Context: an optimization exercise on an open-source flow, tuned for a short achievable clock period and few clock cycles. The choices shown serve that exercise and are no tape-out recipe. The RTL was checked by simulation tests, not by an equivalence proof against the original design. The flow treats the clock pin as an ideal source, which a real chip does not have. Power is estimated from default activity; no workload was simulated.

## run 1
Design msi_ordering_bridge, start of the top module:
module msi_ordering_bridge (
  input  logic        clk
 ,input  logic        rst
 ,input  logic        msi_valid
 ,input  logic [4:0]  msi_vec
 ,input  logic [31:0] msi_data
 ,input  logic [3:0]  msi_be
 ,output logic        msi_ready
 ,output logic        gic_valid
 ,output logic [4:0]  gic_vec
 ,output logic [31:0] gic_data
 ,input  logic        gic_ready
 ,output logic        flush_valid
 ,output logic [35:0] flush_addr
 ,input  logic        flush_ready
 ,input  logic        in_aw_valid
 ,input  logic [3:0]  in_aw_id
 ,input  logic [35:0] in_aw_addr
 ,input  logic [7:0]  in_aw_len
 ,input  logic [2:0]  in_aw_prot
 ,output logic        in_aw_ready
 ,output logic        out_aw_valid
 ,output logic [3:0]  out_aw_id
 ,output logic [35:0] out_aw_addr
 ,output logic [7:0]  out_aw_len
 ,output logic [2:0]  out_aw_prot
 ,input  logic        out_aw_ready
 ,input  logic        out_b_valid
 ,input  logic [3:0]  out_b_id
 ,input  logic [1:0]  out_b_resp
 ,output logic        out_b_ready
 ,output logic        in_b_valid
 ,output logic [3:0]  in_b_id
 ,output logic [1:0]  in_b_resp
 ,input  logic        in_b_ready
 ,input  logic [35:0] csr_flush_base
);
==> flow/config.mk <==
export PLATFORM = sky130hd
export DESIGN_NAME = msi_ordering_bridge
export DESIGN_NICKNAME = msi_ordering_bridge
export VERILOG_FILES = /design/flow/design.v
export SDC_FILE = /design/flow/constraint.sdc
export NUM_CORES = 4
export LEC_CHECK = 0
export CAP_MARGIN = 20
export CORE_MARGIN = 2
export CORE_UTILIZATION = 55
export SETUP_SLACK_MARGIN = 4.0
export SLEW_MARGIN = 20
export SYNTH_HIERARCHICAL = 1
==> flow/constraint.sdc <==
create_clock -name core_clock -period 7.0 [get_ports {clk}]
set_input_delay 1.4000 -clock core_clock [delete_from_list [all_inputs] [get_ports {clk}]]
set_output_delay 1.4000 -clock core_clock [all_outputs]
set_load 0.01 [all_outputs]
standard.sh (not shown) runs the stock make flow with config.mk's settings and CLKGATE_MAP_FILE= SYNTH_SCRIPT=/design/flow/synth_recipe.tcl, a recipe that flattens the netlist after the stock synthesis.
==> flow/flow/run.sh <==
#!/bin/bash
set -euo pipefail
export PLACE_PINS_ARGS="-min_distance 1 -min_distance_in_tracks"
bash standard.sh > standard_flow.log 2>&1
Run 1 completed; timing, DRC and antenna clean
Testbench counts of run 1, summed over its fixed seeds: cycles 9,422.
[inputs] run 2 vs run 1
# run 1
export LEC_CHECK = 0
export CAP_MARGIN = 20
export CORE_MARGIN = 2
export CORE_UTILIZATION = 55
export SETUP_SLACK_MARGIN = 4.0
export SLEW_MARGIN = 20
export SYNTH_HIERARCHICAL = 1
create_clock -name core_clock -period 7.0 [get_ports {clk}]
# run 2
export LEC_CHECK = 0
export CAP_MARGIN = 20
export CORE_MARGIN = 2
export CORE_UTILIZATION = 65
export SETUP_SLACK_MARGIN = 4.0
export SLEW_MARGIN = 20
export SYNTH_HIERARCHICAL = 1
create_clock -name core_clock -period 7.0 [get_ports {clk}]
==> flow/run.sh (new file) <==
#!/bin/bash
# synth_recipe.tcl (not shown) runs the flow's synth.tcl, then flattens the netlist and writes it again
# the make line also repeats each setting of config.mk as NAME=value (left out here)
make -C /OpenROAD-flow-scripts/flow DESIGN_CONFIG=/design/flow/config.mk WORK_HOME=/design/flow/orfs CLKGATE_MAP_FILE= SYNTH_SCRIPT=/design/flow/synth_recipe.tcl finish
removed: flow/flow/run.sh
removed: flow/standard.sh
- Run 2 vs. run 1: slew at the pin with the worst max-slew slack +180 ps; die area -15%.
- | initial antenna violation count | higher: run 2 |
- Total length of routed met2 wires went down by a few percent going from run 1 to run 2.
- The final area of run 2 was superior to that of run 1.
- Lower wire length of the first global-routing pass was reported by run 2, not run 1.
- The higher global-route usage of run 1 and run 2 is in run 2.
- Between run 2 and run 1, the worst-skew pair later-pin latency figures differ only marginally.
- Going from run 1 to run 2, sum of routed wire length over all layers fell by 0.49%; diode insertion count for antenna repair rose by 4.
Setup changes, run 2 to run 3
# run 2
export LEC_CHECK = 0
export CAP_MARGIN = 20
export CORE_MARGIN = 2
export CORE_UTILIZATION = 65
export SETUP_SLACK_MARGIN = 4.0
export SLEW_MARGIN = 20
export SYNTH_HIERARCHICAL = 1
create_clock -name core_clock -period 7.0 [get_ports {clk}]
# run 3
export LEC_CHECK = 0
export CAP_MARGIN = 20
export CORE_MARGIN = 2
export CORE_UTILIZATION = 55
export SETUP_SLACK_MARGIN = 4.0
export SLEW_MARGIN = 20
export SYNTH_HIERARCHICAL = 1
create_clock -name core_clock -period 7.0 [get_ports {clk}]
==> flow/flow/run.sh (new file) <==
#!/bin/bash
set -euo pipefail
export PLACE_PINS_ARGS="-min_distance 1 -min_distance_in_tracks"
R=orfs/results/${FLOW_PLATFORM}/msi_ordering_bridge/base
bash standard.sh cts > standard_to_cts.log 2>&1
cp "$R/4_cts.odb" "$R/4_cts_standard.odb"
ODB_IN="$R/4_cts_standard.odb" ODB_OUT="$R/4_cts.odb" \
  openroad -no_init -exit flow/resize_ports.tcl > resize_ports.log 2>&1
bash standard.sh > standard_finish.log 2>&1
==> flow/flow/resize_ports.tcl (new file) <==
# Upsize the port buffers on the flushback comparator path (address and base inputs, the
# five stripped address outputs), give the comparator's per-output nor gates drive 2 so they
# load the shared nand stage less, then legalize the placement again.
read_db $::env(ODB_IN)
set blk [ord::get_db_block]
set db [ord::get_db]
set buf8 [$db findMaster sky130_fd_sc_hd__buf_8]
set buf4 [$db findMaster sky130_fd_sc_hd__buf_4]
set n 0
foreach bt [$blk getBTerms] {
  set name [$bt getName]
  set target ""
  if {[regexp {^(in_aw_addr|csr_flush_base)\[([0-9]+)\]$} $name -> base idx] && $idx >= 5} { set target $buf8 }
  if {[regexp {^out_aw_addr\[([0-9]+)\]$} $name -> idx] && $idx < 5} { set target $buf4 }
  if {$target eq ""} { continue }
  set net [$bt getNet]
  foreach it [$net getITerms] {
    set inst [$it getInst]
    set m [[$inst getMaster] getName]
    # only port buffers, and only upsized
    if {[regexp {^sky130_fd_sc_hd__(buf|clkbuf|clkdlybuf4s[0-9]+)_([0-9]+)$} $m -> kind size]} {
      regexp {_([0-9]+)$} [$target getName] -> tsize
      if {$kind ne "buf" || $size < $tsize} {
        puts "resize [$inst getName] ($name) $m -> [$target getName]"
        $inst swapMaster $target
        incr n
      }
    }
  }
}
puts "resized $n port buffers"
set nor2 [$db findMaster sky130_fd_sc_hd__nor2_2]
set k 0
foreach net [$blk getNets] {
  if {![string match "strip_i.g_out*eq16_*" [$net getName]]} { continue }
  foreach it [$net getITerms] {
    if {[$it isOutputSignal] && [string match "sky130_fd_sc_hd__nor2_*" [[[$it getInst] getMaster] getName]]} {
      [$it getInst] swapMaster $nor2
      incr k
    }
  }
}
puts "resized $k comparator nor gates"
detailed_placement
check_placement -verbose
write_db $::env(ODB_OUT)
==> flow/standard.sh (new file) <==
#!/bin/bash
# synth_recipe.tcl (not shown) runs the flow's synth.tcl, then flattens the netlist and writes it again
# the make line also repeats each setting of config.mk as NAME=value (left out here)
make -C /OpenROAD-flow-scripts/flow DESIGN_CONFIG=/design/flow/config.mk WORK_HOME=/design/flow/orfs CLKGATE_MAP_FILE= SYNTH_SCRIPT=/design/flow/synth_recipe.tcl "${@:-finish}"
removed: flow/run.sh
--- outcome ---
- Looking at the reports, run 3 completed the entire flow and the layout it produced met the timing, DRC and antenna checks.
- The final layout from run 2, which completed every stage, passed the timing, DRC and antenna checks at the end of the flow.
- Compared run 3 vs run 2, and total routed wirelength is up in run 3.
- Share of final-layout standard cells stronger than drive strength 1 was higher in the run labelled run 2.
- Delta (run 3 minus run 2): total global-route track usage decreased 5.5 points; cell count increased 3.6%; cell-internal power increased about 1.5%; setup slack increased 49 ps; top-level port count essentially unchanged.
- Final-layout clock buffer total: run 3 vs run 2 up 6
- [compare] base=run 2 new=run 3: total routed wire length on the met1 layer saw an increase; length of the first detailed-routing pass in iterations shrank by 4; clock skew fell 6.7 ps.

========
Starting RTL as in the previous note.
==> flow/design.v (excerpt) <==
module msi_ordering_bridge (
  input  logic        clk
 ,input  logic        rst
 ,input  logic        msi_valid
 ,input  logic [4:0]  msi_vec
 ,input  logic [31:0] msi_data
 ,input  logic [3:0]  msi_be
 ,output logic        msi_ready
 ,output logic        gic_valid
 ,output logic [4:0]  gic_vec
 ,output logic [31:0] gic_data
 ,input  logic        gic_ready
 ,output logic        flush_valid
 ,output logic [35:0] flush_addr
 ,input  logic        flush_ready
 ,input  logic        in_aw_valid
 ,input  logic [3:0]  in_aw_id
 ,input  logic [35:0] in_aw_addr
 ,input  logic [7:0]  in_aw_len
 ,input  logic [2:0]  in_aw_prot
 ,output logic        in_aw_ready
 ,output logic        out_aw_valid
 ,output logic [3:0]  out_aw_id
 ,output logic [35:0] out_aw_addr
 ,output logic [7:0]  out_aw_len
 ,output logic [2:0]  out_aw_prot
 ,input  logic        out_aw_ready
 ,input  logic        out_b_valid
 ,input  logic [3:0]  out_b_id
 ,input  logic [1:0]  out_b_resp
 ,output logic        out_b_ready
 ,output logic        in_b_valid
 ,output logic [3:0]  in_b_id
 ,output logic [1:0]  in_b_resp
 ,input  logic        in_b_ready
 ,input  logic [35:0] csr_flush_base
);
export LEC_CHECK = 0
export CAP_MARGIN = 20
export CORE_MARGIN = 2
export CORE_UTILIZATION = 55
export SETUP_SLACK_MARGIN = 4.0
export SLEW_MARGIN = 20
export SYNTH_HIERARCHICAL = 1
create_clock -name core_clock -period 7.0 [get_ports {clk}]
==> flow/flow/run.sh <==
#!/bin/bash
set -euo pipefail
export PLACE_PINS_ARGS="-min_distance 1 -min_distance_in_tracks"
R=orfs/results/${FLOW_PLATFORM}/msi_ordering_bridge/base
bash standard.sh cts > standard_to_cts.log 2>&1
cp "$R/4_cts.odb" "$R/4_cts_standard.odb"
ODB_IN="$R/4_cts_standard.odb" ODB_OUT="$R/4_cts.odb" \
  openroad -no_init -exit flow/resize_ports.tcl > resize_ports.log 2>&1
bash standard.sh > standard_finish.log 2>&1
==> flow/flow/resize_ports.tcl <==
# Upsize the port buffers on the flushback comparator path (address and base inputs, the
# five stripped address outputs), then legalize the placement again.
read_db $::env(ODB_IN)
set blk [ord::get_db_block]
set db [ord::get_db]
set buf8 [$db findMaster sky130_fd_sc_hd__buf_8]
set buf4 [$db findMaster sky130_fd_sc_hd__buf_4]
set n 0
foreach bt [$blk getBTerms] {
  set name [$bt getName]
  set target ""
  if {[regexp {^(in_aw_addr|csr_flush_base)\[([0-9]+)\]$} $name -> base idx] && $idx >= 5} { set target $buf8 }
  if {[regexp {^out_aw_addr\[([0-9]+)\]$} $name -> idx] && $idx < 5} { set target $buf4 }
  if {$target eq ""} { continue }
  set net [$bt getNet]
  foreach it [$net getITerms] {
    set inst [$it getInst]
    set m [[$inst getMaster] getName]
    # only port buffers, and only upsized
    if {[regexp {^sky130_fd_sc_hd__(buf|clkbuf|clkdlybuf4s[0-9]+)_([0-9]+)$} $m -> kind size]} {
      regexp {_([0-9]+)$} [$target getName] -> tsize
      if {$kind ne "buf" || $size < $tsize} {
        puts "resize [$inst getName] ($name) $m -> [$target getName]"
        $inst swapMaster $target
        incr n
      }
    }
  }
}
puts "resized $n port buffers"
detailed_placement
check_placement -verbose
write_db $::env(ODB_OUT)
The baseline ran to the end with no violations.
Testbench counts at the start, summed over its fixed seeds: cycles 9,422.
Next try:
==> flow/run.sh (new file) <==
#!/bin/bash
# synth_recipe.tcl (not shown) runs the flow's synth.tcl, then flattens the netlist and writes it again
# the make line also repeats each setting of config.mk as NAME=value (left out here)
make -C /OpenROAD-flow-scripts/flow DESIGN_CONFIG=/design/flow/config.mk WORK_HOME=/design/flow/orfs CLKGATE_MAP_FILE= SYNTH_SCRIPT=/design/flow/synth_recipe.tcl finish
removed: flow/flow/run.sh
removed: flow/flow/resize_ports.tcl
removed: flow/standard.sh
The new run completed with no timing, DRC or antenna violations; worst setup slack gets worse by 0.049 ns; sequential share of layout area came out higher by 0.20 points; routed wire length came out lower by about 1.8%; combinational power came out lower by about 7%; global-route usage came out lower by 0.61 points; synthesized area is unchanged; count of clock-buffer cells in the layout came out higher by 21; first-iteration DRC count came out higher by about 9%.

[port drivers added, routing unchanged]
No port has a modelled driver above. Below, the same layouts with a new extraction and two added sets of constraints.
Step 1 (the two cells are an assumption about what drives the block):
set clk [get_ports {clk}]
set_driving_cell -lib_cell sky130_fd_sc_hd__clkbuf_16 $clk
set_driving_cell -lib_cell sky130_fd_sc_hd__buf_2 [delete_from_list [all_inputs] $clk]
Step 2, shift: input delay + t, output delay - t, t = (earliest + latest rising clock arrival at the registers) / 2. This alone moves slack from input paths to output paths.
Three values: ideal, step 1, step 2; two values: the first two.
run	shift t [ns]	setup WS [ns]	slew at the worst register clock pin (ns)	worst slew at a driven data input, ns
run 1	0.858	3.200 / 3.172 / 3.069	0.07 / 0.07	0.10
run 2	0.863	3.172 / 3.125 / 2.934	0.07 / 0.07	0.17
run 3	0.861	3.220 / 3.180 / 3.031	0.07 / 0.07	0.11
the first run of note 2	0.862	3.226 / 3.179 / 3.055	0.07 / 0.07	0.11
the second run of note 2	0.889	3.177 / 3.137 / 3.013	0.07 / 0.07	0.18
After both steps setup and hold are still met in every run listed. The setup slack of run 2, which loses most, moves by -0.047 ns with the drivers and by -0.238 ns with both steps.
